This design comes from an exercise in tuning for small area, a short achievable clock period and few clock cycles per item on the open sky130 flow, not from production work. Only simulation tests tie the RTL to the original design; equivalence was not proved. Power and IR drop assume default switching activity.

--- design.v ---
`default_nettype none
package bubf_pkg;
    localparam int FUNC_W = 3;
    localparam int BYTE_W = 8;
    localparam int DIV_W  = 13;
    localparam int OUT_BITS = 2 * BYTE_W + DIV_W + 4;
    localparam int OUT_W    = ((OUT_BITS + 7) / 8) * 8;
    localparam logic [FUNC_W-1:0] FUNC_RD_DATA   = 3'd0;
    localparam logic [FUNC_W-1:0] FUNC_RD_STATUS = 3'd1;
    localparam logic [FUNC_W-1:0] FUNC_WR_DATA   = 3'd2;
    localparam logic [FUNC_W-1:0] FUNC_WR_CMD    = 3'd3;
    localparam logic [FUNC_W-1:0] FUNC_RX_BYTE   = 3'd4;
    localparam logic [FUNC_W-1:0] FUNC_TX_READY  = 3'd5;
    localparam logic [BYTE_W-1:0] ASCII_0 = 8'h30;
    localparam logic [BYTE_W-1:0] ASCII_9 = 8'h39;
    localparam logic [BYTE_W-1:0] STATUS_READY = 8'hFF;
    localparam int unsigned ClockHz = 20000000;
    localparam int unsigned Oversample = 16;
    localparam int unsigned DIV_300     = ClockHz / Oversample / 300 - 1;
    localparam int unsigned DIV_600     = ClockHz / Oversample / 600 - 1;
    localparam int unsigned DIV_1200    = ClockHz / Oversample / 1200 - 1;
    localparam int unsigned DIV_2400    = ClockHz / Oversample / 2400 - 1;
    localparam int unsigned DIV_4800    = ClockHz / Oversample / 4800 - 1;
    localparam int unsigned DIV_9600    = ClockHz / Oversample / 9600 - 1;
    localparam int unsigned DIV_19200   = ClockHz / Oversample / 19200 - 1;
    localparam int unsigned DIV_38400   = ClockHz / Oversample / 38400 - 1;
    localparam int unsigned DIV_125000  = ClockHz / Oversample / 125000 - 1;
    localparam int unsigned DIV_1250000 = ClockHz / Oversample / 1250000 - 1;
    localparam int unsigned DIV_250000  = ClockHz / Oversample / 250000 - 1;
    localparam logic [DIV_W-1:0] DIV_RESET = DIV_W'(DIV_250000);
    localparam logic [DIV_W-1:0] DIV_MAX   = DIV_W'(DIV_300);
    typedef struct packed {
        logic [FUNC_W-1:0] func;
        logic              hit;        
        logic              rx_avail;   
        logic              overflow;
        logic [DIV_W-1:0]  divisor;
    } s1_ctrl_t;
    function automatic logic [DIV_W-1:0] divisor_lookup(input logic [BYTE_W-1:0] b);
        logic [DIV_W-1:0] d;
        d = DIV_W'(DIV_38400);
        if (b >= ASCII_0 && b <= ASCII_9)
        begin
            case (4'(b - ASCII_0))
                4'd0:    d = DIV_W'(DIV_300);
                4'd1:    d = DIV_W'(DIV_600);
                4'd2:    d = DIV_W'(DIV_1200);
                4'd3:    d = DIV_W'(DIV_2400);
                4'd4:    d = DIV_W'(DIV_4800);
                4'd5:    d = DIV_W'(DIV_9600);
                4'd6:    d = DIV_W'(DIV_19200);
                4'd7:    d = DIV_W'(DIV_38400);
                4'd8:    d = DIV_W'(DIV_125000);
                4'd9:    d = DIV_W'(DIV_1250000);
                default: d = DIV_W'(DIV_38400);
            endcase
        end
        divisor_lookup = d;
    endfunction
endpackage
`default_nettype wire
`default_nettype none
module bubf_ring_ram (
    input  wire logic       clk,
    input  wire logic       rst_n,
    input  wire logic [4:0] ph,
    input  wire logic       push,
    input  wire logic       pop,
    input  wire logic       rd_sel,    
    input  wire logic [7:0] din,
    output logic      [7:0] dout,      
    output logic            nempty_n,  
    output logic            full_n     
);
    logic [4:0]   head_s, tail_s;
    logic [7:0]   cnt;
    logic         nempty_r, full_r, cnt_ge8, cnt_gt8;
    logic [7:0]   pend, hv;
    logic [31:0]  fire_r;              
    logic [7:0]   hlt, lt, win;
    logic [7:0]   toh, hoh;
    logic [63:0]  wbuf, hreg;
    logic [7:0]   cap, rdl, ld;
    logic [31:0]  fire_n;
    logic [4:0]   dh, dt;
    assign nempty_n = push || (pop ? (cnt != 8'd1) : nempty_r);
    assign full_n   = push ? (cnt == 8'd254) : (!pop && full_r);
    logic [7:0] toh_x;
    assign toh = toh_x ^ 8'h01;
    assign hoh[0] = !hlt[0];
    genvar k;
    generate
        for (k = 1; k < 8; k = k + 1)
        begin : g_hoh
            assign hoh[k] = hlt[k-1] && !hlt[k];
        end
    endgenerate
    logic [7:0] h_at, w_at;
    logic       hv_at;
    always_comb
    begin
        h_at  = 8'h00;
        w_at  = 8'h00;
        hv_at = 1'b0;
        for (int i = 0; i < 8; i++)
        begin
            h_at  = h_at  | (hreg[i*8 +: 8] & {8{toh[i]}});
            w_at  = w_at  | (wbuf[i*8 +: 8] & {8{toh[i]}});
            hv_at = hv_at | (hv[i] & toh[i]);
        end
    end
    assign dout = (h_at & {8{rd_sel && hv_at}}) | (w_at & {8{rd_sel && !hv_at}});
    logic [3:0] wa, wb;
    genvar p;
    generate
        for (p = 0; p < 4; p = p + 1)
        begin : g_wcmp
            assign wa[p] = (dh == 5'(8*p - 1));
            assign wb[p] = (dh == 5'(8*p - 2));
        end
    endgenerate
    logic e0, e1;
    logic [1:0] cap_tap;
    assign e0      = (dt[2:0] == 3'd0);
    assign e1      = (dt[2:0] == 3'd1);
    assign cap_tap = dt[4:3];
    logic h_inc, t_inc;
    assign h_inc = push && hoh[7];
    assign t_inc = pop && toh[7];
    genvar l;
    generate
        for (l = 0; l < 8; l = l + 1)
        begin : g_loop
            logic [255:0] sr;          
            logic [31:0]  tap;         
            logic [7:0]   tap_sel;
            logic         cap_keep, cap_pop, fire_any;
            for (p = 0; p < 4; p = p + 1)
            begin : g_tap
                assign tap[p*8 +: 8] = fire_r[l*4 + p] ? wbuf[l*8 +: 8]
                                                       : sr[((8*p + 31) % 32)*8 +: 8];
                assign fire_n[l*4 + p] = ld[l] ? wa[p]
                                               : (pend[l] && (hlt[l] ? wa[p] : wb[p]));
            end
            assign fire_any = |fire_r[l*4 +: 4];
            always_ff @(posedge clk)
            begin
                for (int j = 0; j < 32; j++)
                begin
                    if (j % 8 == 0)
                        sr[j*8 +: 8] <= tap[(j/8)*8 +: 8];
                    else
                        sr[j*8 +: 8] <= sr[(j-1)*8 +: 8];
                end
            end
            assign rdl[l]   = pop && toh[l];
            assign cap_keep = !hv[l] && win[l] && (lt[l] ? e1 : e0);
            assign cap_pop  = toh[l] ? (cnt_gt8 && e1) : cap_keep;
            assign cap[l]   = pop ? cap_pop : cap_keep;
            assign ld[l]    = push && hoh[l];
            assign tap_sel  = tap[cap_tap*8 +: 8];
            always_ff @(posedge clk)
            begin
                if (ld[l])
                    wbuf[l*8 +: 8] <= din;
                if (cap[l])
                    hreg[l*8 +: 8] <= tap_sel;
                fire_r[l*4 +: 4] <= fire_n[l*4 +: 4];
            end
            always_ff @(posedge clk or negedge rst_n)
            begin
                if (!rst_n)
                begin
                    pend[l] <= 1'b0;
                    hv[l]   <= 1'b0;
                    win[l]  <= 1'b0;
                end
                else
                begin
                    pend[l] <= ld[l] || (pend[l] && !fire_any);
                    hv[l]   <= cap[l] || (hv[l] && !rdl[l]);
                    if (ld[l] && !cnt_ge8)
                        win[l] <= 1'b1;
                    else if (rdl[l] && !cnt_gt8)
                        win[l] <= 1'b0;
                end
            end
        end
    endgenerate
    always_ff @(posedge clk or negedge rst_n)
    begin
        if (!rst_n)
        begin
            head_s   <= '0;
            tail_s   <= '0;
            dh       <= '0;
            dt       <= '0;
            cnt      <= '0;
            hlt      <= '0;
            lt       <= '0;
            toh_x    <= '0;
            nempty_r <= 1'b0;
            full_r   <= 1'b0;
            cnt_ge8  <= 1'b0;
            cnt_gt8  <= 1'b0;
        end
        else
        begin
            dh <= h_inc ? dh : 5'(dh + 5'd1);
            dt <= t_inc ? dt : 5'(dt + 5'd1);
            if (push)
            begin
                if (hoh[7])
                    head_s <= 5'(head_s + 5'd1);
                hlt      <= hoh[7] ? 8'h00 : {hlt[6:0], 1'b1};
                cnt      <= cnt + 8'd1;
                nempty_r <= 1'b1;
                full_r   <= (cnt == 8'd254);
                cnt_ge8  <= (cnt > 8'd6);
                cnt_gt8  <= (cnt > 8'd7);
            end
            else if (pop)
            begin
                if (toh[7])
                    tail_s <= 5'(tail_s + 5'd1);
                lt       <= toh[7] ? 8'h00 : {lt[6:0], 1'b1};
                toh_x    <= {toh[6:0], toh[7]} ^ 8'h01;
                cnt      <= cnt - 8'd1;
                nempty_r <= (cnt != 8'd1);
                full_r   <= 1'b0;
                cnt_ge8  <= (cnt > 8'd8);
                cnt_gt8  <= (cnt > 8'd9);
            end
        end
    end
endmodule
`default_nettype wire
`default_nettype none
module bus_uart_bridge_fifo_core #(
    parameter int RING_DEPTH = 256
) (
    input  wire logic        clk,
    input  wire logic        rst_n,
    input  wire logic        s_tvalid,
    output logic             s_tready,
    input  wire logic [7:0]  s_tdata,    
    input  wire logic [2:0]  s_tuser,    
    output logic             m_tvalid,
    input  wire logic        m_tready,
    output logic [bubf_pkg::OUT_W-1:0] m_tdata
);
    logic       in_v, sk_v;
    logic [2:0] sk_f;
    logic [7:0] in_d, sk_d;
    logic       rx_rd, rx_st, tx_rd, rx_wr, tx_wr, ovf, in_cmd, in_rel;
    logic       out_valid, out_valid_o;
    logic [7:0] out_bus_data, out_tx_byte;
    logic       out_bus_drive, out_wait_release, out_tx_valid, out_overflow;
    logic [bubf_pkg::DIV_W-1:0] divisor_x;
    logic [4:0] ph;
    logic       adv, acc, ld_in;
    logic       rx_push, rx_pop, tx_push, tx_pop;
    logic       rx_nempty_n, rx_full_n, tx_nempty_n, tx_full_n;
    logic [7:0] rx_dout, tx_dout;
    logic       sk_v_o;
    assign s_tready = !sk_v_o;
    assign acc      = s_tvalid && !sk_v;
    assign adv      = !out_valid || m_tready;
    assign ld_in    = !in_v || adv;
    assign rx_pop  = adv && rx_rd;
    assign rx_push = adv && rx_wr;
    assign tx_pop  = adv && tx_rd;
    assign tx_push = adv && tx_wr;
    bubf_ring_ram u_rx_ram (
        .clk      (clk),
        .rst_n    (rst_n),
        .ph       (ph),
        .push     (rx_push),
        .pop      (rx_pop),
        .rd_sel   (rx_rd),
        .din      (in_d),
        .dout     (rx_dout),
        .nempty_n (rx_nempty_n),
        .full_n   (rx_full_n)
    );
    bubf_ring_ram u_tx_ram (
        .clk      (clk),
        .rst_n    (rst_n),
        .ph       (ph),
        .push     (tx_push),
        .pop      (tx_pop),
        .rd_sel   (tx_rd),
        .din      (in_d),
        .dout     (tx_dout),
        .nempty_n (tx_nempty_n),
        .full_n   (tx_full_n)
    );
    logic [7:0] bus_data_n;
    assign bus_data_n = rx_dout | {8{rx_st}};
    logic [2:0] f_sel;
    logic [7:0] d_sel;
    logic       new_v;
    assign f_sel = sk_v ? sk_f : s_tuser;
    assign d_sel = sk_v ? sk_d : s_tdata;
    assign new_v = sk_v || acc;
    logic in_st;
    always_ff @(posedge clk or negedge rst_n)
    begin
        if (!rst_n)
        begin
            rx_rd  <= 1'b0;
            rx_st  <= 1'b0;
            in_st  <= 1'b0;
            tx_rd  <= 1'b0;
            rx_wr  <= 1'b0;
            tx_wr  <= 1'b0;
            ovf    <= 1'b0;
            in_cmd <= 1'b0;
            in_rel <= 1'b0;
        end
        else if (ld_in)
        begin
            rx_rd  <= new_v && (f_sel == bubf_pkg::FUNC_RD_DATA)   && rx_nempty_n;
            rx_st  <= new_v && (f_sel == bubf_pkg::FUNC_RD_STATUS) && rx_nempty_n;
            in_st  <= new_v && (f_sel == bubf_pkg::FUNC_RD_STATUS);
            tx_rd  <= new_v && (f_sel == bubf_pkg::FUNC_TX_READY)  && tx_nempty_n;
            rx_wr  <= new_v && (f_sel == bubf_pkg::FUNC_RX_BYTE)   && !rx_full_n;
            tx_wr  <= new_v && (f_sel == bubf_pkg::FUNC_WR_DATA)   && !tx_full_n;
            ovf    <= new_v && (((f_sel == bubf_pkg::FUNC_RX_BYTE) && rx_full_n)
                                || ((f_sel == bubf_pkg::FUNC_WR_DATA) && tx_full_n));
            in_cmd <= new_v && (f_sel == bubf_pkg::FUNC_WR_CMD);
            in_rel <= new_v && (f_sel[2] == 1'b0);
        end
    end
    always_ff @(posedge clk or negedge rst_n)
    begin
        if (!rst_n)
        begin
            ph          <= '0;
            in_v        <= 1'b0;
            sk_v        <= 1'b0;
            sk_v_o      <= 1'b0;
            out_valid   <= 1'b0;
            out_valid_o <= 1'b0;
            divisor_x   <= '0;
        end
        else
        begin
            ph <= ph + 5'd1;
            if (ld_in)
            begin
                in_v <= new_v;
                sk_v <= 1'b0;
            end
            else if (acc)
            begin
                sk_v <= 1'b1;
            end
            if (ld_in)
                sk_v_o <= 1'b0;
            else if (s_tvalid && !sk_v_o)
                sk_v_o <= 1'b1;
            if (adv)
            begin
                out_valid <= in_v;
            end
            if (!out_valid_o || m_tready)
            begin
                out_valid_o <= in_v;
            end
            if (adv && in_cmd)
            begin
                divisor_x <= bubf_pkg::divisor_lookup(in_d) ^ 13'h0004;
            end
        end
    end
    always_ff @(posedge clk)
    begin
        if (ld_in)
        begin
            in_d <= d_sel;
        end
        if (acc)
        begin
            sk_f <= s_tuser;
            sk_d <= s_tdata;
        end
    end
    always_ff @(posedge clk or negedge rst_n)
    begin
        if (!rst_n)
        begin
            out_bus_data     <= '0;
            out_bus_drive    <= 1'b0;
            out_wait_release <= 1'b0;
            out_tx_byte      <= '0;
            out_tx_valid     <= 1'b0;
            out_overflow     <= 1'b0;
        end
        else if (adv)
        begin
            out_bus_data     <= bus_data_n;
            out_bus_drive    <= in_st || rx_rd;
            out_wait_release <= in_rel;
            out_tx_byte      <= tx_dout;
            out_tx_valid     <= tx_rd;
            out_overflow     <= ovf;
        end
    end
    assign m_tvalid = out_valid_o;
    assign m_tdata  = {
        (bubf_pkg::OUT_W - bubf_pkg::OUT_BITS)'(0),
        out_overflow, divisor_x ^ 13'h0004, out_tx_valid, out_tx_byte,
        out_wait_release, out_bus_drive, out_bus_data
    };
endmodule
`default_nettype wire
--- flow/run.sh ---
#!/bin/bash
# Standard layout, with clock tree synthesis told to build larger sink
# clusters and to add no dummy loads, and the port buffers made buf_4.
set -euo pipefail
export CTS_ARGS="-sink_clustering_enable -repair_clock_nets -dont_use_dummy_load -sink_clustering_size 30 -sink_clustering_max_diameter 60"
export BUFFER_PORTS_ARGS="-buffer_cell sky130_fd_sc_hd__buf_4"
bash standard.sh finish > standard_flow.log 2>&1
--- standard.sh ---
#!/bin/bash
# synth_recipe.tcl (not shown) runs the flow's synth.tcl, then flattens the netlist and writes it again
# the make line also repeats each setting of config.mk as NAME=value (left out here)
make -C /OpenROAD-flow-scripts/flow DESIGN_CONFIG=/design/flow/config.mk WORK_HOME=/design/flow/orfs CLKGATE_MAP_FILE= SYNTH_SCRIPT=/design/flow/synth_recipe.tcl "${@:-finish}"
--- config.mk ---
export PLATFORM = sky130hd
export DESIGN_NAME = bus_uart_bridge_fifo_core
export DESIGN_NICKNAME = bus_uart_bridge_fifo_core
export VERILOG_FILES = /design/flow/design.v
export SDC_FILE = /design/flow/constraint.sdc
export NUM_CORES = 4
export LEC_CHECK = 0
export CAP_MARGIN = 20
export CORE_MARGIN = 2
export CORE_UTILIZATION = 52
export PLACE_DENSITY = 0.62
export SETUP_SLACK_MARGIN = 2.4
export SLEW_MARGIN = 20
--- constraint.sdc ---
create_clock -name core_clock -period 4.8 [get_ports {clk}]
set_input_delay 0.9600 -clock core_clock [delete_from_list [all_inputs] [get_ports {clk}]]
set_output_delay 0.9600 -clock core_clock [all_outputs]
set_load 0.01 [all_outputs]
==> results of run 1 <==
## power by group
part,internal (mW),switching (mW)
clock network,7.40,10.6
logic,1.16,1.53
registers,41.1,1.42
total,49.6,13.5
## worst max path at each step
stage | end | cells past startpoint
6_report | m_tdata[2] | 1
5_1_grt | m_tdata[32] | 1
3_5_place_dp | flip-flop | 10
3_3_place_gp | flip-flop | 10
2_1_floorplan | u_tx_ram.wbuf[10] | 7
4_1_cts | m_tdata[8] | 1
## per-layer routing
metal	routed length (um)	up-vias	track usage, %
met5	0	-	0
met4	8950	0	7.737
met3	8696	423	2.789
met2	94480	1113	29.60
met1	88150	22980	23.66
li1	-	22050	-
## synth_stat cells, drive strengths merged, types with 48 or more instances
| library cell | instances |
|---|---|
| a22o | 76 |
| nand2 | 203 |
| a22oi | 77 |
| nor2 | 77 |
| clkbuf | 147 |
| o21ai | 48 |
| buf | 83 |
| dfxtp | 4172 |
| mux2 | 535 |
| nand3 | 65 |
| dfrtp | 184 |
| edfxtp | 275 |
| mux4 | 128 |
## repair_timing
item / CTS / global route
gates resized for setup: 64 / 26
buffers inserted: 10 / 14
hold endpoints to repair: 0 / 0
cloned: 0 / 0
pin swaps: 0 / 3
setup endpoints to repair: 215 / 201
## kinds of logic after synthesis
family / after synthesis / synth area share [%]
buffers and inverters: 265 / 1.002
xor gates and xnor gates: 28 / 0.2173
and+or+nand+nor: 462 / 1.890
muxes: 679 / 8.039
other: 1 / 0.003323
adders and majority gates: 28 / 0.3105
AOI/OAI and AO/OA: 466 / 3.117
DFF: 4631 / 85.42
## layout make-up
type	instances	area (um^2)
Sequential cell	4631	96420
Tap cell	2838	3551
Multi-Input combinational cell	1670	15590
Fill cell	16650	93540
Inverter	35	143.9
Antenna cell	2	5.005
Clock buffer	199	4980
Timing Repair Buffer	107	1026
## cells in the final DEF, fill, tap and decap left out, types with 19 or more instances in the layout
cell       count
mux2_2       535
a22o_1        76
o21ai_0       43
clkbuf_16    199
o31ai_1       19
ha_1          28
a21o_1        29
a22oi_1       77
nand3_1       65
xnor2_1       22
a2bb2oi_1     20
nor2_1        65
buf_4         65
dfrtp_1      162
inv_1         30
dfxtp_1     4172
buf_6         34
mux4_2       128
edfxtp_1     275
nor4_1        20
a221oi_1      36
a31oi_1       36
nand2_1      200
a32oi_1       22
o22ai_1       29
## per-stage QoR
stage | util (%) | total power, mW
2_1_floorplan | - | 44.43
3_3_place_gp | 53.99 | 45.78
3_5_place_dp | 53.99 | 45.88
4_1_cts | 56.44 | 63.68
5_1_grt | 56.54 | 65.49
6_report | 56.54 | 63.18
## sequential cells by signal, indices dropped and copies added (netlist names), 12 cells and up, named ones only
signal and flops:
u_tx_ram.wbuf 64, u_rx_ram.fire_r 32, u_tx_ram.g_loop.sr 2048, u_rx_ram.wbuf 64, divisor_x 12, u_rx_ram.g_loop.sr 2048
u_rx_ram.hreg 64, u_tx_ram.fire_r 32, u_tx_ram.hreg 64
==> metrics.yaml, run 1 <==
worst_setup_path:
  crit_type: "reg2out"
  required_ns: 3.84
  reg2reg_to: "out_tx_byte[1]"
  end_kind: "primary output"
  rr_startpoint: "u_tx_ram.toh_x[3]"
  crit_fanout: 2
  startpoint: "out_bus_data[2]"
  r2r_slack_ns: 2.42
  slowest_delay_ns: 0.49
  cp-start-kind: "flip-flop"
  critPathTopFamily: "flip-flops"
  cp_cell_sequence: "buf_6"
  rr_worst_depth: 4
  critPathSlowestCell: "dfrtp_2"
  worst-path-buf-inv: 1
  crit_arrival_ns: 1.48
sta:
  tightest_slew_ns: 1.107
  fin_crit_sh_pct: 50.81
  layout_setup_ws_ns: 2.361
  hold_slack_ns: 0.1640
  min_period_ns: 2.439
  slew_headroom_pct: 25.92
  hold_viol: 0
  max_clock_freq_ghz: 0.4100
  final-max-slew-violation-count: 0
  finClkSkew_ns: 0.09578
  setup_tns_ns: 0
  finalSetupViolations: 0
  rsz0062_at_grt: "yes"
floorplanning:
  num_rows: 170
  die_h_um: 469.8
  dieArea_um2: 220700
  ioPinCount: 57
  core_um2: 215300
  fp.dieW_um: 469.8
  start_util_pct: 52.42
clock_network:
  cts.sinks: 4631
  numCtsBuffers: 199
  insertion_delay_ns: 0.86
  h-tree-depth: 4
  root_buffer: "clkbuf_16"
  clk_transition_reported_paths_ns: 0.08
  cts_buffer_depth: 3
  ctsHoldBuffers: 0
  cts_tree: "done"
job:
  maxCapViolCount: 0
logic_synthesis:
  synth-seq-area-share_pct: 85.42
  async_flop_share_pct: 3.973
  synth_edf_count: 275
  synth_top_area_cell: "dfxtp_1"
  yosysUniqueCellTypes: 59
  synth_flop_cell: "dfxtp_1"
  synthCells: 6560
  syn-cell-area_um2: 112800
  synth_seq_cells: 4631
  synth_top_area_share_pct: 74.02
  avgSynthCellArea_um2: 17.20
  synth_area_leaders: "dfxtp_1, edfxtp_1, mux2_2, dfrtp_1, mux4_2"
  yosysWarnings: 2
placement:
  portBuffers: 49
  gp_congestion: 0.8946
  dp_cells: 9257
  dp_slack_ns: 1.338
  dpl_cell_area_um2: 116200
  dp_hpwl_um: 128400
detailed_routing:
  drtAntennaViolNets: 0
  drt_iter0_drc: 3632
  vias: 46570
  dr.pass1.iters: 5
  via_per_inst: 4.911
  routedWlPerCell_um: 21.12
  drc_errors: 0
  wl_um: 200300
global_route:
  grt_pass1_wl_um: 295400
  overflow: 0
  grt_pass1_vias: 45850
  grt_max_degree: 99
  grt_usage_pct: 17.96
  antenna_found_initial: 6
layout:
  design_area_um2: 121700
  area_delta_synth_final_pct: 7.872
  drive_above_1_share_pct: 15.72
  nNetsFinal: 6687
  layoutNonFillerInstCount: 9482
outcome:
  outcome: "no timing/DRC/antenna violations"
power_and_ir_drop:
  power_leakage_nw: 48.47
  power_density_nw_per_um2: 519.1
  vdd.ir_drop.worst_mv: 0.4707
min_path:
  hold_class: "in2async"
Testbench counts, summed over its fixed seeds: cycles 48,016, items 48,000.
==> run 2: changes to the inputs <==
--- a/config.mk
+++ b/config.mk
@@ -7,7 +7,7 @@
 export LEC_CHECK = 0
 export CAP_MARGIN = 20
 export CORE_MARGIN = 2
-export CORE_UTILIZATION = 52
-export PLACE_DENSITY = 0.62
-export SETUP_SLACK_MARGIN = 2.4
+export CORE_UTILIZATION = 60
+export PLACE_DENSITY = 0.7
+export SETUP_SLACK_MARGIN = 2.25
 export SLEW_MARGIN = 20
==> run 2 against run 1 <==
Compared with the run above: still clean; power decreased by 0.81%; fmax fell by 7.9%; sequential share of layout area is 0.71 points higher; critical endpoint is now u_rx_ram.hreg[24]; largest cell class unchanged; highest routed layer unchanged.
==> metrics.yaml, run 2 <==
detailed_routing:
  routedWlPerCell_um: 21.36  # was 21.12 um
  wl_um: 194600  # was 200,300 um
  drt_iter0_drc: 3669  # was 3,632
  via_per_inst: 5.142  # was 4.911
  drtAntennaViolNets: 0  # unchanged
  drc_errors: 0  # unchanged
  vias: 46830  # was 46,570
  dr.pass1.iters: 6  # was 5
power_and_ir_drop:
  power_density_nw_per_um2: 519.6  # was 519.1 nW/um^2
  vdd.ir_drop.worst_mv: 0.4600  # was 0.4707 mV
  p_sw_share_pct: 21.35  # was 21.43%
  cell_internal_pwr_mw: 49.29  # was 49.64 mW
  fin_total_pwr_mw: 62.67  # was 63.18 mW
  switchingPower_mw: 13.38  # was 13.54 mW
  clkPwrFrac_pct: 28.2  # was 28.5%
  combPwrFrac_pct: 4.1  # was 4.3%
  power_leakage_nw: 48.20  # was 48.47 nW
  p_seq_share_pct: 67.7  # was 67.3%
placement:
  dp_slack_ns: 1.107  # was 1.338 ns
  gp_congestion: 0.9119  # was 0.8946
  dp_cells: 8910  # was 9,257
  dp_hpwl_um: 124500  # was 128,400 um
  portBuffers: 49  # unchanged
global_route:
  grt_pass1_wl_um: 288900  # was 295,400 um
  grt_usage_pct: 20.20  # was 17.96%
  grt_max_degree: 127  # was 99
  grt_pass1_vias: 45980  # was 45,850
  antenna_found_initial: 4  # was 6
  overflow: 0  # unchanged
logic_synthesis:
  synth-seq-area-share_pct: 85.42  # unchanged
  synth_flop_cell: "dfxtp_1"  # unchanged
  synthCells: 6560  # unchanged
  avgSynthCellArea_um2: 17.20  # unchanged
  synth_edf_count: 275  # unchanged
  syn-cell-area_um2: 112800  # unchanged
  synth_top_area_share_pct: 74.02  # unchanged
  ys_top_cells_by_count: "dfxtp_1, mux2_2, edfxtp_1"  # unchanged
  synth_seq_cells: 4631  # unchanged
  yosysWarnings: 2  # unchanged
  synthMostInstantiatedCell: "dfxtp_1"  # unchanged
  synth_area_leaders: "dfxtp_1, edfxtp_1, mux2_2, dfrtp_1, mux4_2"  # unchanged
  synth_top_area_cell: "dfxtp_1"  # unchanged
  async_flop_share_pct: 3.973  # unchanged
  yosysUniqueCellTypes: 59  # unchanged
clock_network:
  h-tree-depth: 4  # unchanged
  numCtsBuffers: 191  # was 199
  cts.sinks: 4631  # unchanged
  cts_buffer_depth: 3  # unchanged
  clk_transition_reported_paths_ns: 0.10  # was 0.08 ns
  root_buffer: "clkbuf_16"  # unchanged
  insertion_delay_ns: 0.85  # was 0.86 ns
  cts_tree: "done"  # unchanged
floorplanning:
  dieArea_um2: 191500  # was 220,700 um^2
  start_util_pct: 60.21  # was 52.42%
  ioPinCount: 57  # unchanged
  core_um2: 187400  # was 215,300 um^2
  die_h_um: 437.7  # was 469.8 um
  num_rows: 159  # was 170
  fp.dieW_um: 437.7  # was 469.8 um
worst_setup_path:
  cp-start-kind: "flip-flop"  # unchanged
  required_ns: 5.26  # was 3.84 ns
  crit_fanout: 9  # was 2
  crit_type: "reg2reg"  # was reg2out
  crit_arrival_ns: 3.11  # was 1.48 ns
  rr_startpoint: "rx_rd"  # was u_tx_ram.toh_x[3]
  startpoint: "rx_rd"  # was out_bus_data[2]
  end_kind: "flip-flop"  # was primary output
layout:
  fill_cells: 12980  # was 16,650
  layoutNonFillerInstCount: 9108  # was 9,482
  final_common_cell: "dfxtp_1"  # unchanged
  multi_input_comb_area_um2: 15490  # was 15,590 um^2
  final_cell_mix: "dfxtp_1, mux2_2, edfxtp_1"  # unchanged
  seqCellArea_um2: 96400  # was 96,420 um^2
  nNetsFinal: 6656  # was 6,687
  area_delta_synth_final_pct: 6.896  # was 7.872%
  drive_above_1_share_pct: 14.94  # was 15.72%
  largestRegisters: "u_rx_ram.g_loop.sr (2048), u_tx_ram.g_loop.sr (2048)"  # unchanged
sta:
  hold_viol: 0  # unchanged
  slew_headroom_pct: 28.58  # was 25.92%
  finClkSkew_ns: 0.07990  # was 0.09578 ns
  max_clock_freq_ghz: 0.3778  # was 0.4100 GHz
  final-max-slew-violation-count: 0  # unchanged
  tightest_slew_ns: 1.071  # was 1.107 ns
  layout_setup_ws_ns: 2.153  # was 2.361 ns
  rsz0062_at_grt: "yes"  # unchanged
  setup_tns_ns: 0  # unchanged
  finalSetupViolations: 0  # unchanged
  min_period_ns: 2.647  # was 2.439 ns
  fin_crit_sh_pct: 55.15  # was 50.81%
min_path:
  hold_class: "in2async"  # unchanged
job:
  maxCapViolCount: 0  # unchanged
outcome:
  outcome: "no timing/DRC/antenna violations"  # unchanged
run 2: metal layers:
metal	wire [um]	GRT usage, %	vias to the layer above
met5	0	0	-
met4	8479	8.526	0
met3	10120	3.374	419
met2	90380	32.65	1321
met1	85600	27.21	23110
li1	-	-	21980
run 2: critical path, stage by stage (launching register included):
cell and delay, ns:
dfrtp_1 0.55, inv_1 0.18, nor2_2 0.58, nand2_1 0.18
mux2i_1 0.75
run 2: power by group through the flow:
stage               registers, mW  logic [mW]  clock network, mW
floorplan                    42.5        1.94                  0
global placement             43.2        2.46                  0
detailed placement           43.3        2.51                  0
CTS                          42.4        2.53               18.1
global route                 42.7        2.75               19.4
finish                       42.4        2.59               17.6
run 2: what timing repair did:
action / in CTS / in global routing
setup endpoints to repair: 139 / 217
gates resized for setup: 16 / 20
cloned: 1 / 0
pin swaps: 0 / 1
setup buffers: 0 / 4
hold buffers: 0 / 0
run 2: stage by stage:
step / util (%) / hold WS (ns) / area, um^2
after floorplan: - / 0.3096 / 112900
after global placement: 61.72 / 0.3096 / 115700
after detailed placement: 61.72 / 0.3121 / 115700
after CTS: 64.31 / 0.03086 / 120500
after global routing: 64.36 / 0.05491 / 120600
final: 64.36 / 0.08134 / 120600
run 2: area by class of cell:
cell class	count	share of cell area, %
Timing Repair Buffer	83	0.5571
Clock buffer	191	3.963
Sequential cell	4631	79.93
Antenna cell	2	0.004149
Inverter	35	0.1162
Tap cell	2495	2.588
Multi-Input combinational cell	1671	12.85
run 2: final timing paths:
kind	cells after the start	slack, ns	end
min in group core_clock	0	0.26	u_rx_ram.g_loop[7].sr[221]
worst min register to register	0	0.26	u_rx_ram.g_loop[7].sr[221]
worst min-delay path	1	0.08	u_rx_ram.pend[4]
worst max-delay path	4	2.15	u_rx_ram.hreg[24]
max in group asynchronous	2	3.47	u_rx_ram.dt[3]
worst max register to register	4	2.15	u_rx_ram.hreg[24]
run 2: cells by family (layout without fill, tap and decap cells):
kind of cell / Yosys count / count (layout) / synth area share [%]
flops: 4631 / 4631 / 85.42
mux: 679 / 679 / 8.039
compound gates: 466 / 466 / 3.117
simple gates: 462 / 463 / 1.890
buf+inv: 265 / 309 / 1.002
fa+ha+maj: 28 / 28 / 0.3105
xor+xnor: 28 / 28 / 0.2173
other cells: 1 / 9 / 0.003323
==> run 3: changes to the inputs <==
--- a/config.mk
+++ b/config.mk
@@ -5,9 +5,10 @@
 export SDC_FILE = /design/flow/constraint.sdc
 export NUM_CORES = 4
 export LEC_CHECK = 0
+export ABC_CLOCK_PERIOD_IN_PS = 2200
 export CAP_MARGIN = 20
 export CORE_MARGIN = 2
 export CORE_UTILIZATION = 60
 export PLACE_DENSITY = 0.7
-export SETUP_SLACK_MARGIN = 2.25
+export SETUP_SLACK_MARGIN = 2.4
 export SLEW_MARGIN = 20
==> run 3 against run 2 <==
Compared with the run above: still clean on timing, DRC and antenna; sequential share of layout area decreased by 0.27 points; fmax increased by 8.3%; first-iteration DRC count decreased by 0.74%; synthesized cell count unchanged; setup slack improved by 0.20 ns; cell count is 0.18% higher; critical endpoint is now m_tdata[9].
==> metrics.yaml, run 3 <==
detailed_routing:
  drtAntennaViolNets: 0  # unchanged
  wl_um: 199900  # was 194,600 um
  via_per_inst: 5.136  # was 5.142
  routedWlPerCell_um: 21.91  # was 21.36 um
  vias: 46860  # was 46,830
  dr.pass1.iters: 6  # unchanged
  drc_errors: 0  # unchanged
  drt_iter0_drc: 3642  # was 3,669
worst_setup_path:
  critPathTopFamily: "flip-flops"  # was simple AND/OR/NAND/NOR gates
  cp-start-kind: "flip-flop"  # unchanged
  slowest_delay_ns: 0.50  # was 0.75 ns
  crit_type: "reg2out"  # was reg2reg
  crit_fanout: 2  # was 9
  critPathSlowestCell: "dfrtp_2"  # was mux2i_1
  cp_cell_sequence: "buf_6"  # was inv_1, nor2_2, nand2_1, mux2i_1
  worst-path-buf-inv: 1  # unchanged
  required_ns: 3.84  # was 5.26 ns
  crit_arrival_ns: 1.48  # was 3.11 ns
  end_kind: "primary output"  # was flip-flop
power_and_ir_drop:
  power_density_nw_per_um2: 519.0  # was 519.6 nW/um^2
  switchingPower_mw: 13.50  # was 13.38 mW
  cell_internal_pwr_mw: 49.33  # was 49.29 mW
  power_leakage_nw: 48.32  # was 48.20 nW
  vdd.ir_drop.worst_mv: 0.5514  # was 0.4600 mV
  p_seq_share_pct: 67.7  # about the same
  combPwrFrac_pct: 4.3  # was 4.1%
  clkPwrFrac_pct: 28.0  # was 28.2%
  p_sw_share_pct: 21.48  # was 21.35%
logic_synthesis:
  synth_flop_cell: "dfxtp_1"  # unchanged
  async_flop_share_pct: 3.973  # unchanged
  synth-seq-area-share_pct: 85.42  # unchanged
  synthMostInstantiatedCell: "dfxtp_1"  # unchanged
  synth_area_leaders: "dfxtp_1, edfxtp_1, mux2_2, dfrtp_1, mux4_2"  # unchanged
  synthCells: 6560  # unchanged
  syn-cell-area_um2: 112800  # unchanged
  yosysUniqueCellTypes: 59  # unchanged
  synth_top_area_share_pct: 74.02  # unchanged
  synth_top_area_cell: "dfxtp_1"  # unchanged
  synth_seq_cells: 4631  # unchanged
  synth_edf_count: 275  # unchanged
  avgSynthCellArea_um2: 17.20  # unchanged
  ys_top_cells_by_count: "dfxtp_1, mux2_2, edfxtp_1"  # unchanged
  yosysWarnings: 2  # unchanged
clock_network:
  h-tree-depth: 4  # unchanged
  ctsHoldBuffers: 0  # unchanged
  cts_buffer_depth: 3  # unchanged
  cts_tree: "done"  # unchanged
  numCtsBuffers: 190  # was 191
  insertion_delay_ns: 0.85  # about the same
  cts.sinks: 4631  # unchanged
  root_buffer: "clkbuf_16"  # unchanged
  clk_transition_reported_paths_ns: 0.10  # about the same
global_route:
  antenna_found_initial: 10  # was 4
  grt_max_degree: 108  # was 127
  overflow: 0  # unchanged
  busiest_layer: "met2"  # unchanged
  met1_usage_pct: 27.66  # was 27.21%
  grt_usage_pct: 20.78  # was 20.20%
  met2_usage_pct: 33.91  # was 32.65%
  met3_usage_pct: 3.125  # was 3.374%
  grt_pass1_vias: 46660  # was 45,980
  grt_pass1_wl_um: 296100  # was 288,900 um
sta:
  rsz0062_at_grt: "yes"  # unchanged
  slew_headroom_pct: 28.64  # was 28.58%
  fin_crit_sh_pct: 50.93  # was 55.15%
  finalSetupViolations: 0  # unchanged
  setup_tns_ns: 0  # unchanged
  hold_slack_ns: 0.1311  # was 0.08134 ns
  final-max-slew-violation-count: 0  # unchanged
  min_period_ns: 2.445  # was 2.647 ns
  hold_viol: 0  # unchanged
  max_clock_freq_ghz: 0.4091  # was 0.3778 GHz
  tightest_slew_ns: 1.070  # was 1.071 ns
  finClkSkew_ns: 0.09054  # was 0.07990 ns
floorplanning:
  dieArea_um2: 191500  # unchanged
  start_util_pct: 60.21  # unchanged
  num_rows: 159  # unchanged
  die_h_um: 437.7  # unchanged
  ioPinCount: 57  # unchanged
  core_um2: 187400  # unchanged
  fp.dieW_um: 437.7  # unchanged
placement:
  dp_hpwl_um: 128300  # was 124,500 um
  gp_congestion: 0.9189  # was 0.9119
  portBuffers: 49  # unchanged
layout:
  largestRegisters: "u_rx_ram.g_loop.sr (2048), u_tx_ram.g_loop.sr (2048)"  # unchanged
  final_common_cell: "dfxtp_1"  # unchanged
  area_delta_synth_final_pct: 7.275  # was 6.896%
  drive_above_1_share_pct: 15.53  # was 14.94%
  nNetsFinal: 6671  # was 6,656
  final_cell_mix: "dfxtp_1, mux2_2, edfxtp_1"  # unchanged
min_path:
  hold_class: "in2async"  # unchanged
job:
  maxCapViolCount: 0  # unchanged
outcome:
  outcome: "no timing/DRC/antenna violations"  # unchanged
-- run 3: cell count changes in the layout (fill, tap and decap cells not counted), moves of 2 or more --
| cell | before | now |
|---|---|---|
| buf_12 | 3 | 7 |
| mux2i_4 | 3 | 12 |
| buf_4 | 78 | 60 |
| o21ai_4 | 0 | 2 |
| mux2i_1 | 4 | 2 |
| nor2_4 | 1 | 4 |
| mux2i_2 | 9 | 2 |
| nor2_1 | 67 | 63 |
| dfrtp_1 | 176 | 160 |
| dfrtp_2 | 4 | 20 |
| buf_6 | 1 | 31 |
-- run 3: cells by family after synthesis --
| logic type | Yosys count | synth area share, % |
|---|---|---|
| AOI/OAI and AO/OA | 466 | 3.117 |
| xor gates and xnor gates | 28 | 0.2173 |
| adders and majority gates | 28 | 0.3105 |
| buffers and inverters | 265 | 1.002 |
| DFF | 4631 | 85.42 |
| muxes | 679 | 8.039 |
| other | 1 | 0.003323 |
| and+or+nand+nor | 462 | 1.890 |
-- run 3: area by class of cell --
| cell class | instances | area, um^2 |
|---|---|---|
| Inverter | 35 | 136.4 |
| Antenna cell | 3 | 7.507 |
| Timing Repair Buffer | 99 | 954.7 |
| Clock buffer | 190 | 4755 |
| Fill cell | 12900 | 66360 |
| Tap cell | 2495 | 3122 |
| Sequential cell | 4631 | 96420 |
| Multi-Input combinational cell | 1671 | 15650 |
-- run 3: worst reg2reg max path, cell delays in order, from the launching register on --
cell and delay [ns]:
dfrtp_1 0.78, a22o_1 0.51, a221oi_1 0.58, a31oi_1 0.17, a211o_1 0.29
-- run 3: metal layers --
| layer | vias up | share of wire (%) |
|---|---|---|
| met4 | 0 | 4.8 |
| met5 | - | 0 |
| met2 | 1237 | 47 |
| met1 | 23110 | 43 |
| met3 | 465 | 4.8 |
| li1 | 22050 | - |
-- run 3: what timing repair did --
action	in CTS	in global routing
gates resized for setup	70	22
endpoints found under the setup margin	233	263
gates cloned	1	0
pin swaps	0	2
buffers inserted	10	10
hold endpoints to repair	0	0
-- run 3: worst paths after layout --
kind,startpoint,to,slack (ns),depth (start not counted)
worst min-delay path,rst_n,u_tx_ram.pend[4],0.13,1
worst max register to register,u_tx_ram.toh_x[3],out_tx_byte[4],2.39,4
min in group core_clock,u_rx_ram.g_loop[2].sr[77],u_rx_ram.g_loop[2].sr[85],0.26,0
max in group asynchronous,rst_n,u_rx_ram.dt[4],3.41,2
worst min register to register,u_rx_ram.g_loop[2].sr[77],u_rx_ram.g_loop[2].sr[85],0.26,0
worst max-delay path,out_wait_release,m_tdata[9],2.36,1
-- run 3: through the flow --
step | area [um^2] | power (mW) | setup WS [ns] | cells | utilization (%)
5_1_grt | 121000 | 64.92 | 2.278 | 9122 | 64.59
4_1_cts | 120800 | 63.17 | 2.253 | 9111 | 64.48
3_3_place_gp | 115800 | 45.73 | 1.408 | 8910 | 61.77
6_report | 121000 | 62.83 | 2.355 | 9124 | 64.59
3_5_place_dp | 115800 | 45.86 | 1.399 | 8910 | 61.77
2_1_floorplan | 113000 | 44.43 | 2.289 | 6566 | -
-- run 3: power groups by stage --
stage          logic, mW  clock network [mW]  registers (mW)
3_3_place_gp        2.49                   0            43.2
6_report            2.71                17.6            42.5
4_1_cts             2.63                18.0            42.5
3_5_place_dp        2.52                   0            43.3
2_1_floorplan       1.96                   0            42.5
5_1_grt             2.86                19.3            42.7
==> run 4: changes to the inputs <==
--- a/design.v
+++ b/design.v
@@ -87,6 +87,8 @@
     assign full_n   = push ? (cnt == 8'd254) : (!pop && full_r);
     logic [7:0] toh_x;
     assign toh = toh_x ^ 8'h01;
+    logic [7:0] tsel_x, tsel;
+    assign tsel = tsel_x ^ 8'h01;
     assign hoh[0] = !hlt[0];
     genvar k;
     generate
@@ -104,9 +106,9 @@
         hv_at = 1'b0;
         for (int i = 0; i < 8; i++)
         begin
-            h_at  = h_at  | (hreg[i*8 +: 8] & {8{toh[i]}});
-            w_at  = w_at  | (wbuf[i*8 +: 8] & {8{toh[i]}});
-            hv_at = hv_at | (hv[i] & toh[i]);
+            h_at  = h_at  | (hreg[i*8 +: 8] & {8{tsel[i]}});
+            w_at  = w_at  | (wbuf[i*8 +: 8] & {8{tsel[i]}});
+            hv_at = hv_at | (hv[i] & tsel[i]);
         end
     end
     assign dout = (h_at & {8{rd_sel && hv_at}}) | (w_at & {8{rd_sel && !hv_at}});
@@ -199,6 +201,7 @@
             hlt      <= '0;
             lt       <= '0;
             toh_x    <= '0;
+            tsel_x   <= '0;
             nempty_r <= 1'b0;
             full_r   <= 1'b0;
             cnt_ge8  <= 1'b0;
@@ -225,6 +228,7 @@
                     tail_s <= 5'(tail_s + 5'd1);
                 lt       <= toh[7] ? 8'h00 : {lt[6:0], 1'b1};
                 toh_x    <= {toh[6:0], toh[7]} ^ 8'h01;
+                tsel_x   <= {tsel[6:0], tsel[7]} ^ 8'h01;
                 cnt      <= cnt - 8'd1;
                 nempty_r <= (cnt != 8'd1);
                 full_r   <= 1'b0;
--- a/config.mk
+++ b/config.mk
@@ -5,10 +5,9 @@
 export SDC_FILE = /design/flow/constraint.sdc
 export NUM_CORES = 4
 export LEC_CHECK = 0
-export ABC_CLOCK_PERIOD_IN_PS = 2200
 export CAP_MARGIN = 20
 export CORE_MARGIN = 2
-export CORE_UTILIZATION = 60
-export PLACE_DENSITY = 0.7
+export CORE_UTILIZATION = 52
+export PLACE_DENSITY = 0.62
 export SETUP_SLACK_MARGIN = 2.4
 export SLEW_MARGIN = 20
==> run 4 against run 3 <==
Compared with the run above: still clean on timing, DRC and antenna; register-to-register slack gained 0.06 ns; die area grew 16%; synthesized cell count grew 1.1%; largest cell class unchanged.
==> metrics.yaml, run 4 <==
clock_network:
  clk_transition_reported_paths_ns: 0.11  # was 0.10 ns
  cts.sinks: 4647  # was 4,631
  ctsHoldBuffers: 0  # unchanged
  insertion_delay_ns: 0.86  # was 0.85 ns
  cts_buffer_depth: 3  # unchanged
  h-tree-depth: 4  # unchanged
  cts_tree: "done"  # unchanged
  root_buffer: "clkbuf_16"  # unchanged
  numCtsBuffers: 199  # was 190
global_route:
  grt_max_degree: 101  # was 108
  grt_usage_pct: 18.03  # was 20.78%
  overflow: 0  # unchanged
  grt_pass1_wl_um: 299100  # was 296,100 um
  grt_pass1_vias: 46120  # was 46,660
  antenna_found_initial: 3  # was 10
worst_setup_path:
  crit_arrival_ns: 1.49  # was 1.48 ns
  worst-path-buf-inv: 1  # unchanged
  critPathTopFamily: "flip-flops"  # unchanged
  required_ns: 3.84  # about the same
  end_kind: "primary output"  # unchanged
  crit_fanout: 2  # unchanged
  cp_cell_sequence: "buf_6"  # unchanged
  crit_type: "reg2out"  # unchanged
  slowest_delay_ns: 0.50  # about the same
  r2r_slack_ns: 2.45  # was 2.39 ns
  critPathSlowestCell: "dfrtp_2"  # unchanged
  cp-start-kind: "flip-flop"  # unchanged
floorplanning:
  dieArea_um2: 222200  # was 191,500 um^2
  die_h_um: 471.4  # was 437.7 um
  start_util_pct: 52.31  # was 60.21%
  ioPinCount: 57  # unchanged
  core_um2: 217200  # was 187,400 um^2
  num_rows: 171  # was 159
  fp.dieW_um: 471.4  # was 437.7 um
logic_synthesis:
  avgSynthCellArea_um2: 17.12  # was 17.20 um^2
  yosysWarnings: 2  # unchanged
  yosysUniqueCellTypes: 75  # was 59
  synth_seq_cells: 4647  # was 4,631
  synth_flop_cell: "dfxtp_1"  # unchanged
  synth_top_area_cell: "dfxtp_1"  # unchanged
  synthCells: 6635  # was 6,560
  synthMostInstantiatedCell: "dfxtp_1"  # unchanged
  ys_top_cells_by_count: "dfxtp_1, mux2_2, edfxtp_1"  # unchanged
  syn-cell-area_um2: 113600  # was 112,800 um^2
  synth_top_area_share_pct: 73.53  # was 74.02%
  async_flop_share_pct: 4.304  # was 3.973%
  synth-seq-area-share_pct: 85.20  # was 85.42%
  synth_edf_count: 275  # unchanged
  synth_area_leaders: "dfxtp_1, edfxtp_1, mux2_2, dfrtp_1, mux4_2"  # unchanged
layout:
  fill_cells: 16650  # was 12,900
  multi_input_comb_area_um2: 15990  # was 15,650 um^2
  area_delta_synth_final_pct: 7.840  # was 7.275%
  seqCellArea_um2: 96840  # was 96,420 um^2
  nNetsFinal: 6763  # was 6,671
  largestRegisters: "u_rx_ram.g_loop.sr (2048), u_tx_ram.g_loop.sr (2048)"  # unchanged
  final_cell_mix: "dfxtp_1, mux2_2, edfxtp_1"  # unchanged
  final_common_cell: "dfxtp_1"  # unchanged
  drive_above_1_share_pct: 15.91  # was 15.53%
detailed_routing:
  drtAntennaViolNets: 0  # unchanged
  via_per_inst: 4.960  # was 5.136
  vias: 47490  # was 46,860
  drc_errors: 0  # unchanged
  routedWlPerCell_um: 20.99  # was 21.91 um
  wl_um: 201000  # was 199,900 um
  drt_iter0_drc: 3959  # was 3,642
  dr.pass1.iters: 7  # was 6
min_path:
  hold_class: "in2async"  # unchanged
placement:
  portBuffers: 49  # unchanged
  gp_congestion: 0.9164  # was 0.9189
  dp_hpwl_um: 130100  # was 128,300 um
  dp_slack_ns: 1.224  # was 1.399 ns
sta:
  hold_viol: 0  # unchanged
  fin_crit_sh_pct: 50.95  # was 50.93%
  tightest_slew_ns: 0.9190  # was 1.070 ns
  finClkSkew_ns: 0.08763  # was 0.09054 ns
  layout_setup_ws_ns: 2.354  # was 2.355 ns
  max_clock_freq_ghz: 0.4089  # was 0.4091 GHz
  finalSetupViolations: 0  # unchanged
  final-max-slew-violation-count: 0  # unchanged
  setup_tns_ns: 0  # unchanged
  min_period_ns: 2.446  # was 2.445 ns
  rsz0062_at_grt: "yes"  # unchanged
  slew_headroom_pct: 38.51  # was 28.64%
power_and_ir_drop:
  power_density_nw_per_um2: 518.0  # was 519.0 nW/um^2
  vdd.ir_drop.worst_mv: 0.4547  # was 0.5514 mV
  power_leakage_nw: 48.73  # was 48.32 nW
  fin_total_pwr_mw: 63.45  # was 62.83 mW
job:
  maxCapViolCount: 0  # unchanged
outcome:
  outcome: "no timing/DRC/antenna violations"  # unchanged
==> run 4: changes by cell type in the layout (fill, tap and decap cells not counted), sizes merged, moves of 6 or more <==
cell / previous run / this run
nand2b: 13 / 28
clkbuf: 190 / 199
nor2: 77 / 84
nand2: 203 / 249
dfrtp: 184 / 200
and3: 14 / 8
o21ai: 48 / 70
nand3b: 13 / 2
inv: 35 / 28
==> run 4: what timing repair did <==
action,4_1_cts,5_1_grt
buffers inserted,18,6
setup endpoints to repair,329,127
cloned,3,0
resized for setup,98,12
pin swaps,5,2
==> run 4: area by class of cell <==
type,count,share of cell area [%]
Antenna cell,3,0.006129
Clock buffer,199,4.065
Inverter,31,0.1103
Multi-Input combinational cell,1739,13.05
Sequential cell,4647,79.05
Tap cell,2854,2.915
Timing Repair Buffer,102,0.7998
==> run 4: per-stage QoR <==
stage	area (um^2)	utilization [%]	std cells	hold slack, ns
3_3_place_gp	116900	53.84	9346	0.3095
4_1_cts	122400	56.36	9566	0.1224
5_1_grt	122500	56.40	9573	0.1587
2_1_floorplan	113700	-	6641	0.3096
3_5_place_dp	116900	53.84	9346	0.3121
6_report	122500	56.41	9575	0.09673
==> run 4: path summary, 6_finish.rpt <==
check	endpoint	start	depth (start not counted)
hold / removal	u_rx_ram.dh[4]	rst_n	1
max in group asynchronous	divisor_x[3]	rst_n	2
min in group core_clock	u_tx_ram.g_loop[5].sr[90]	u_tx_ram.g_loop[5].sr[82]	0
setup reg to reg	out_tx_byte[2]	u_tx_ram.tsel_x[2]	4
setup / recovery	m_tdata[25]	divisor_x[6]	1
hold reg to reg	u_tx_ram.g_loop[5].sr[90]	u_tx_ram.g_loop[5].sr[82]	0
==> run 4: power breakdown <==
part           leakage, nW  total, mW  internal (mW)  switching (mW)
Clock                 2.45       18.0           7.41            10.6
Sequential            39.4       42.7           41.2            1.48
Combinational         6.85       2.72           1.17            1.54
==> run 4: routing by layer <==
layer  up-vias  global-route usage (%)  routed length (um)
met5         -                       0                   0
met4         0                   6.484                7606
li1      22290                       -                   -
met2      1218                   29.11               92920
met1     23560                   24.73               90650
met3       417                   2.902                9793
==> run 4: logic make-up (layout without fill, tap and decap cells) <==
kind of cell	Yosys count	after routing	share of synthesized area, %
compound gates	484	484	3.168
xor+xnor	28	28	0.2159
fa+ha+maj	28	28	0.3084
buf+inv	258	332	1.031
flops	4647	4647	85.20
mux	682	682	8.026
other cells	1	10	0.003301
simple gates	507	510	2.044
Testbench counts of run 4, summed over its fixed seeds: cycles 48,016, items 48,000.
==> run 5: changes to the inputs <==
--- a/config.mk
+++ b/config.mk
@@ -5,9 +5,10 @@
 export SDC_FILE = /design/flow/constraint.sdc
 export NUM_CORES = 4
 export LEC_CHECK = 0
+export ABC_CLOCK_PERIOD_IN_PS = 2200
 export CAP_MARGIN = 20
 export CORE_MARGIN = 2
-export CORE_UTILIZATION = 52
-export PLACE_DENSITY = 0.62
-export SETUP_SLACK_MARGIN = 2.4
+export CORE_UTILIZATION = 60
+export PLACE_DENSITY = 0.7
+export SETUP_SLACK_MARGIN = 2.5
 export SLEW_MARGIN = 20
==> run 5 against run 4 <==
Compared with the run above: utilization is 8.5 points higher; critical path depth stayed put; synthesized cell count stayed put; non-clock buffer count is 1 higher; clock skew is 0.011 ns lower; power is 0.43% lower; fmax hardly changed; die area is 13% lower; via count hardly changed; first-iteration DRC count is 2.4% lower; setup slack better by 0.00084 ns.
==> metrics.yaml, run 5 <==
logic_synthesis:
  syn-cell-area_um2: 113600  # unchanged
  synth_flop_cell: "dfxtp_1"  # unchanged
  synth_compound_area_share_pct: 3.168  # unchanged
  yosysUniqueCellTypes: 75  # unchanged
  synth_xor_area_share_pct: 0.2159  # unchanged
  synthCells: 6635  # unchanged
  synthMostInstantiatedCell: "dfxtp_1"  # unchanged
  synth.mux.area_fraction_pct: 8.026  # unchanged
  synthSimpleGateAreaFrac_pct: 2.044  # unchanged
  synthAdderAreaFrac_pct: 0.3084  # unchanged
  synth_area_leaders: "dfxtp_1, edfxtp_1, mux2_2, dfrtp_1, mux4_2"  # unchanged
  synth_edf_count: 275  # unchanged
  synth_top_family_by_area: "multiplexers"  # unchanged
  yosysWarnings: 2  # unchanged
  synth-seq-area-share_pct: 85.20  # unchanged
  synth_top_area_cell: "dfxtp_1"  # unchanged
  avgSynthCellArea_um2: 17.12  # unchanged
  ys_top_cells_by_count: "dfxtp_1, mux2_2, edfxtp_1"  # unchanged
  synth_top_area_share_pct: 73.53  # unchanged
  async_flop_share_pct: 4.304  # unchanged
  synth_seq_cells: 4647  # unchanged
worst_setup_path:
  critPathSlowestCell: "dfrtp_2"  # unchanged
  slowest_delay_ns: 0.51  # was 0.50 ns
  r2r_slack_ns: 2.55  # was 2.45 ns
  crit_arrival_ns: 1.48  # was 1.49 ns
  cp-start-kind: "flip-flop"  # unchanged
  critPathTopFamily: "flip-flops"  # unchanged
  worst-path-buf-inv: 1  # unchanged
  required_ns: 3.84  # about the same
  crit_type: "reg2out"  # unchanged
  crit_fanout: 2  # unchanged
  end_kind: "primary output"  # unchanged
  cp_cell_sequence: "buf_6"  # unchanged
sta:
  fin_crit_sh_pct: 50.93  # was 50.95%
  setup_tns_ns: 0  # unchanged
  finClkSkew_ns: 0.07652  # was 0.08763 ns
  final-max-slew-violation-count: 0  # unchanged
  min_period_ns: 2.445  # was 2.446 ns
  finalSetupViolations: 0  # unchanged
  hold_viol: 0  # unchanged
  rsz0062_at_grt: "yes"  # unchanged
  hold_slack_ns: 0.1293  # was 0.09673 ns
  tightest_slew_ns: 1.166  # was 0.9190 ns
  max_clock_freq_ghz: 0.4090  # was 0.4089 GHz
  slew_headroom_pct: 22.25  # was 38.51%
placement:
  gp_congestion: 0.9514  # was 0.9164
  dp_hpwl_um: 128700  # was 130,100 um
  portBuffers: 49  # unchanged
layout:
  final_core_util_pct: 64.88  # was 56.41%
  largestRegisters: "u_rx_ram.g_loop.sr (2048), u_tx_ram.g_loop.sr (2048)"  # unchanged
  final_cell_mix: "dfxtp_1, mux2_2, edfxtp_1"  # unchanged
  area_delta_synth_final_pct: 7.376  # was 7.840%
  final_common_cell: "dfxtp_1"  # unchanged
  multi_input_comb_area_um2: 16060  # was 15,990 um^2
  nNetsFinal: 6756  # was 6,763
  seqCellArea_um2: 96820  # was 96,840 um^2
  fill_cells: 12870  # was 16,650
  drive_above_1_share_pct: 15.85  # was 15.91%
global_route:
  overflow: 0  # unchanged
  antenna_found_initial: 1  # was 3
  grt_pass1_vias: 46960  # was 46,120
  grt_pass1_wl_um: 298000  # was 299,100 um
  grt_usage_pct: 20.80  # was 18.03%
  grt_max_degree: 89  # was 101
power_and_ir_drop:
  clkPwrFrac_pct: 28.0  # was 28.4%
  power_leakage_nw: 48.73  # about the same
  cell_internal_pwr_mw: 49.54  # was 49.81 mW
  p_sw_share_pct: 21.58  # was 21.50%
  vdd.ir_drop.worst_mv: 0.4144  # was 0.4547 mV
  combPwrFrac_pct: 4.3  # about the same
  power_density_nw_per_um2: 518.0  # about the same
  p_seq_share_pct: 67.8  # was 67.3%
  switchingPower_mw: 13.63  # was 13.64 mW
detailed_routing:
  drt_iter0_drc: 3864  # was 3,959
  dr.pass1.iters: 5  # was 7
  vias: 47450  # was 47,490
  routedWlPerCell_um: 21.84  # was 20.99 um
  via_per_inst: 5.153  # was 4.960
  drtAntennaViolNets: 0  # unchanged
  wl_um: 201100  # was 201,000 um
  drc_errors: 0  # unchanged
floorplanning:
  dieArea_um2: 192800  # was 222,200 um^2
  fp.dieW_um: 439.1  # was 471.4 um
  start_util_pct: 60.42  # was 52.31%
  core_um2: 188000  # was 217,200 um^2
  ioPinCount: 57  # unchanged
  die_h_um: 439.1  # was 471.4 um
  num_rows: 159  # was 171
clock_network:
  h-tree-depth: 4  # unchanged
  clk_transition_reported_paths_ns: 0.10  # was 0.11 ns
  cts_tree: "done"  # unchanged
  numCtsBuffers: 191  # was 199
  cts.sinks: 4647  # unchanged
  insertion_delay_ns: 0.85  # was 0.86 ns
  cts_buffer_depth: 3  # unchanged
  ctsHoldBuffers: 0  # unchanged
  root_buffer: "clkbuf_16"  # unchanged
job:
  maxCapViolCount: 0  # unchanged
min_path:
  hold_class: "in2async"  # unchanged
outcome:
  outcome: "no timing/DRC/antenna violations"  # unchanged
==> run 5: cell counts after synthesis <==
No cell type changed its count.
==> run 5: path summary, 6_finish.rpt <==
| kind | start | to | cells after the start |
|---|---|---|---|
| max | out_tx_valid | m_tdata[18] | 1 |
| min | rst_n | u_rx_ram.pend[6] | 1 |
| max reg2reg | u_rx_ram.dt[4] | u_rx_ram.hreg[48] | 2 |
| min reg2reg | u_rx_ram.g_loop[5].sr[118] | u_rx_ram.g_loop[5].sr[126] | 0 |
| max in group asynchronous | rst_n | out_tx_byte[0] | 2 |
| min in group core_clock | u_rx_ram.g_loop[5].sr[118] | u_rx_ram.g_loop[5].sr[126] | 0 |
==> run 5: power groups by stage <==
stage                     logic [mW]  registers (mW)  clock network [mW]
after global routing            2.88            43.1                19.4
after CTS                       2.67            42.8                18.1
final                           2.69            42.8                17.7
after global placement          2.49            43.6                   0
after detailed placement        2.54            43.7                   0
after floorplan                 2.10            42.7                   0
==> run 5: metal layers <==
metal  up-vias  share of wire [%]  track usage (%)
li1      22280                  -                -
met1     23400                 44            28.03
met2      1343                 47            33.69
met3       431                5.1            3.500
met4         0                4.3            8.580
met5         -                  0                0
==> run 5: cell families (layout without fill, tap and decap cells) <==
kind of cell,after synthesis,count (layout)
xor gates and xnor gates,28,28
DFF,4647,4647
AOI/OAI and AO/OA,484,484
adders and majority gates,28,28
muxes,682,682
other,1,9
buffers and inverters,258,325
and+or+nand+nor,507,510
==> run 5: final cells by class <==
type,instances,share of cell area [%]
sequential,4647,79.38
multi-input combinational,1739,13.17
clock buffer,191,3.919
tap,2495,2.559
timing repair buffer,103,0.8668
inverter,31,0.1026
antenna,2,0.004103
==> run 5: what timing repair did <==
item	in CTS	in global routing
setup endpoints to repair	429	138
setup buffers	13	13
pin swaps	4	1
gates cloned	3	0
gates resized for setup	67	15
==> run 5: metrics by stage <==
stage               setup WS [ns]  std cells  power (mW)  instance area (um^2)
floorplan                   2.490       6641       44.76                113900
global placement            1.453       8986       46.06                116600
detailed placement          1.331       8986       46.20                116600
CTS                         2.269       9193       63.56                121800
global route                2.279       9207       65.38                122000
finish                      2.355       9208       63.17                122000
==> run 6: changes to the inputs <==
--- a/config.mk
+++ b/config.mk
@@ -10,5 +10,5 @@
 export CORE_MARGIN = 2
 export CORE_UTILIZATION = 60
 export PLACE_DENSITY = 0.7
-export SETUP_SLACK_MARGIN = 2.5
+export SETUP_SLACK_MARGIN = 2.4
 export SLEW_MARGIN = 20
==> run 6 against run 5 <==
Compared with the run above: still clean on timing, DRC and antenna; utilization shrank 0.13 points; synthesized area is the same; first-iteration DRC count grew 8.1%; register-to-register slack lost 0.07 ns; via count grew 0.51%; setup slack gained 0.024 ns; clock power is essentially flat; final area shrank 0.20%; critical path type unchanged; critical endpoint unchanged; largest power group unchanged.
==> metrics.yaml, run 6 <==
layout:
  final_common_cell: "dfxtp_1"  # unchanged
  nNetsFinal: 6750  # was 6,756
  layoutNonFillerInstCount: 9201  # was 9,208
  design_area_um2: 121700  # was 122,000 um^2
  area_delta_synth_final_pct: 7.160  # was 7.376%
  drive_above_1_share_pct: 15.53  # was 15.85%
  final_cell_mix: "dfxtp_1, mux2_2, edfxtp_1"  # unchanged
  largestRegisters: "u_rx_ram.g_loop.sr (2048), u_tx_ram.g_loop.sr (2048)"  # unchanged
floorplanning:
  dieArea_um2: 192800  # unchanged
  start_util_pct: 60.42  # unchanged
  fp.dieW_um: 439.1  # unchanged
  ioPinCount: 57  # unchanged
  die_h_um: 439.1  # unchanged
  num_rows: 159  # unchanged
  core_um2: 188000  # unchanged
logic_synthesis:
  yosysUniqueCellTypes: 75  # unchanged
  ys_top_cells_by_count: "dfxtp_1, mux2_2, edfxtp_1"  # unchanged
  async_flop_share_pct: 4.304  # unchanged
  synth_seq_cells: 4647  # unchanged
  synthCells: 6635  # unchanged
  synthMostInstantiatedCell: "dfxtp_1"  # unchanged
  avgSynthCellArea_um2: 17.12  # unchanged
  synth_edf_count: 275  # unchanged
  yosysWarnings: 2  # unchanged
  synth-seq-area-share_pct: 85.20  # unchanged
  synth_top_area_share_pct: 73.53  # unchanged
  syn-cell-area_um2: 113600  # unchanged
  synth_top_area_cell: "dfxtp_1"  # unchanged
  synth_area_leaders: "dfxtp_1, edfxtp_1, mux2_2, dfrtp_1, mux4_2"  # unchanged
  synth_flop_cell: "dfxtp_1"  # unchanged
clock_network:
  cts.sinks: 4647  # unchanged
  cts_tree: "done"  # unchanged
  insertion_delay_ns: 0.86  # was 0.85 ns
  numCtsBuffers: 192  # was 191
  root_buffer: "clkbuf_16"  # unchanged
  cts_buffer_depth: 3  # unchanged
  clk_transition_reported_paths_ns: 0.10  # about the same
  h-tree-depth: 4  # unchanged
  ctsHoldBuffers: 0  # unchanged
detailed_routing:
  routedWlPerCell_um: 21.83  # was 21.84 um
  via_per_inst: 5.183  # was 5.153
  drtAntennaViolNets: 0  # unchanged
  wl_um: 200900  # was 201,100 um
  drc_errors: 0  # unchanged
  drt_iter0_drc: 4177  # was 3,864
  dr.pass1.iters: 7  # was 5
  vias: 47690  # was 47,450
job:
  maxCapViolCount: 0  # unchanged
power_and_ir_drop:
  vdd.ir_drop.worst_mv: 0.3808  # was 0.4144 mV
  cell_internal_pwr_mw: 49.56  # was 49.54 mW
  fin_total_pwr_mw: 63.15  # was 63.17 mW
  power_density_nw_per_um2: 518.8  # was 518.0 nW/um^2
  clkPwrFrac_pct: 28.0  # about the same
  p_seq_share_pct: 67.7  # was 67.8%
  switchingPower_mw: 13.59  # was 13.63 mW
  power_leakage_nw: 48.61  # was 48.73 nW
  p_sw_share_pct: 21.53  # was 21.58%
  combPwrFrac_pct: 4.3  # about the same
outcome:
  outcome: "no timing/DRC/antenna violations"  # unchanged
worst_setup_path:
  critPathSlowestCell: "dfrtp_2"  # unchanged
  crit_type: "reg2out"  # unchanged
  critPathTopFamily: "flip-flops"  # unchanged
  cp_cell_sequence: "buf_6"  # unchanged
  worst-path-buf-inv: 1  # unchanged
  end_kind: "primary output"  # unchanged
  crit_fanout: 2  # unchanged
  required_ns: 3.84  # about the same
  slowest_delay_ns: 0.49  # was 0.51 ns
  cp-start-kind: "flip-flop"  # unchanged
  crit_arrival_ns: 1.46  # was 1.48 ns
sta:
  finClkSkew_ns: 0.1059  # was 0.07652 ns
  final-max-slew-violation-count: 0  # unchanged
  setup_tns_ns: 0  # unchanged
  tightest_slew_ns: 1.207  # was 1.166 ns
  slew_headroom_pct: 19.44  # was 22.25%
  fin_crit_sh_pct: 50.43  # was 50.93%
  hold_viol: 0  # unchanged
  max_clock_freq_ghz: 0.4131  # was 0.4090 GHz
  finalSetupViolations: 0  # unchanged
  rsz0062_at_grt: "yes"  # unchanged
  min_period_ns: 2.420  # was 2.445 ns
  layout_setup_ws_ns: 2.380  # was 2.355 ns
global_route:
  antenna_found_initial: 2  # was 1
  grt_max_degree: 115  # was 89
  grt_usage_pct: 20.87  # was 20.80%
  grt_pass1_wl_um: 298400  # was 298,000 um
  grt_pass1_vias: 47290  # was 46,960
  overflow: 0  # unchanged
placement:
  gp_congestion: 0.9390  # was 0.9514
  dp_cells: 8988  # was 8,986
  dpl_cell_area_um2: 116500  # was 116,600 um^2
  portBuffers: 49  # unchanged
  dp_hpwl_um: 128700  # about the same
  dp_slack_ns: 1.154  # was 1.331 ns
min_path:
  hold_class: "in2async"  # unchanged
## run 6: final cells by class
class,instances,area (um^2)
Fill cell,12840,66280
Sequential cell,4647,96820
Inverter,31,125.1
Tap cell,2495,3122
Clock buffer,192,4805
Timing Repair Buffer,96,888.4
Multi-Input combinational cell,1739,15960
Antenna cell,1,2.502
## run 6: metal layers
| layer | global-route usage, % | vias to the layer above | part of all wire (%) |
|---|---|---|---|
| li1 | - | 22240 | - |
| met1 | 27.84 | 23500 | 43 |
| met2 | 33.35 | 1445 | 46 |
| met3 | 3.360 | 508 | 5.4 |
| met4 | 10.51 | 0 | 5.5 |
| met5 | 0 | - | 0 |
## run 6: power groups by stage
stage	combinational (mW)	clock [mW]	sequential (mW)
after global routing	2.89	19.5	43.0
after floorplan	2.06	0	42.6
after CTS	2.69	18.1	42.7
after global placement	2.52	0	43.5
after detailed placement	2.57	0	43.6
final	2.71	17.7	42.8
## run 6: worst paths after layout
path | slack (ns) | from | end | cells past startpoint
max reg2reg | 2.48 | rx_wr | u_rx_ram.wbuf[19] | 4
max | 2.38 | out_tx_valid | m_tdata[18] | 1
min | 0.14 | rst_n | u_rx_ram.pend[6] | 1
max in group asynchronous | 3.35 | rst_n | u_tx_ram.dt[4] | 2
min in group core_clock | 0.25 | u_rx_ram.g_loop[5].sr[183] | u_rx_ram.g_loop[5].sr[191] | 0
min reg2reg | 0.25 | u_rx_ram.g_loop[5].sr[183] | u_rx_ram.g_loop[5].sr[191] | 0
## run 6: through the flow
stage,util [%],hold WS (ns)
final,64.75,0.1428
after global routing,64.75,0.1910
after CTS,64.69,0.1677
after detailed placement,61.95,0.3121
after global placement,61.95,0.3095
after floorplan,-,0.3096
## run 6: logic make-up (layout without fill, tap and decap cells)
logic type,Yosys count,count (layout),share of synthesized area [%]
AND/OR/NAND/NOR,507,510,2.044
flip-flops,4647,4647,85.20
multiplexers,682,682,8.026
buffers and inverters,258,319,1.031
other,1,8,0.003301
XOR/XNOR,28,28,0.2159
adder cells (fa/ha/maj),28,28,0.3084
AO/OA/AOI/OAI,484,484,3.168
## run 6: what timing repair did
item | in CTS | in global routing
pin swaps | 3 | 1
gates resized for setup | 59 | 19
endpoints found under the setup margin | 295 | 152
buffers inserted | 15 | 2
hold endpoints to repair | 0 | 0
cloned | 3 | 0

[static timing again, ports no longer ideal]
In the flow no input, the clock included, has a driving cell. The finished layouts below were timed again as built, in two steps. Step 1 (the two cells are an assumption about what drives the block):
set clk [get_ports {clk}]
set_driving_cell -lib_cell sky130_fd_sc_hd__clkbuf_16 $clk
set_driving_cell -lib_cell sky130_fd_sc_hd__buf_2 [delete_from_list [all_inputs] $clk]
Step 2 times the ports against the registers' clock, not the clock port: input delays grow and output delays shrink by t, the midpoint of the rising clock arrivals with the driver on. Three values: ideal ports, drivers, drivers and shift; two values: the first two.
| run | t (ns) | setup WS [ns] | worst setup path at the end | slew at the worst register clock pin (ns) |
|---|---|---|---|---|
| run 1 | 0.885 | 2.361 / 2.276 / 1.721 | input to register | 0.11 / 0.11 |
| run 2 | 0.907 | 2.153 / 2.153 / 1.506 | input to register | 0.11 / 0.11 |
| run 3 | 0.902 | 2.355 / 2.267 / 1.728 | input to register | 0.11 / 0.11 |
| run 4 | 0.895 | 2.354 / 2.268 / 1.745 | input to register | 0.11 / 0.11 |
| run 5 | 0.881 | 2.355 / 2.271 / 1.889 | input to register | 0.11 / 0.11 |
| run 6 | 0.899 | 2.380 / 2.293 / 1.788 | input to register | 0.11 / 0.11 |
After both steps every run listed still meets setup and hold. For run 2, which loses most, drivers alone change the setup slack by 0.000 ns; drivers and shift together by -0.647 ns.
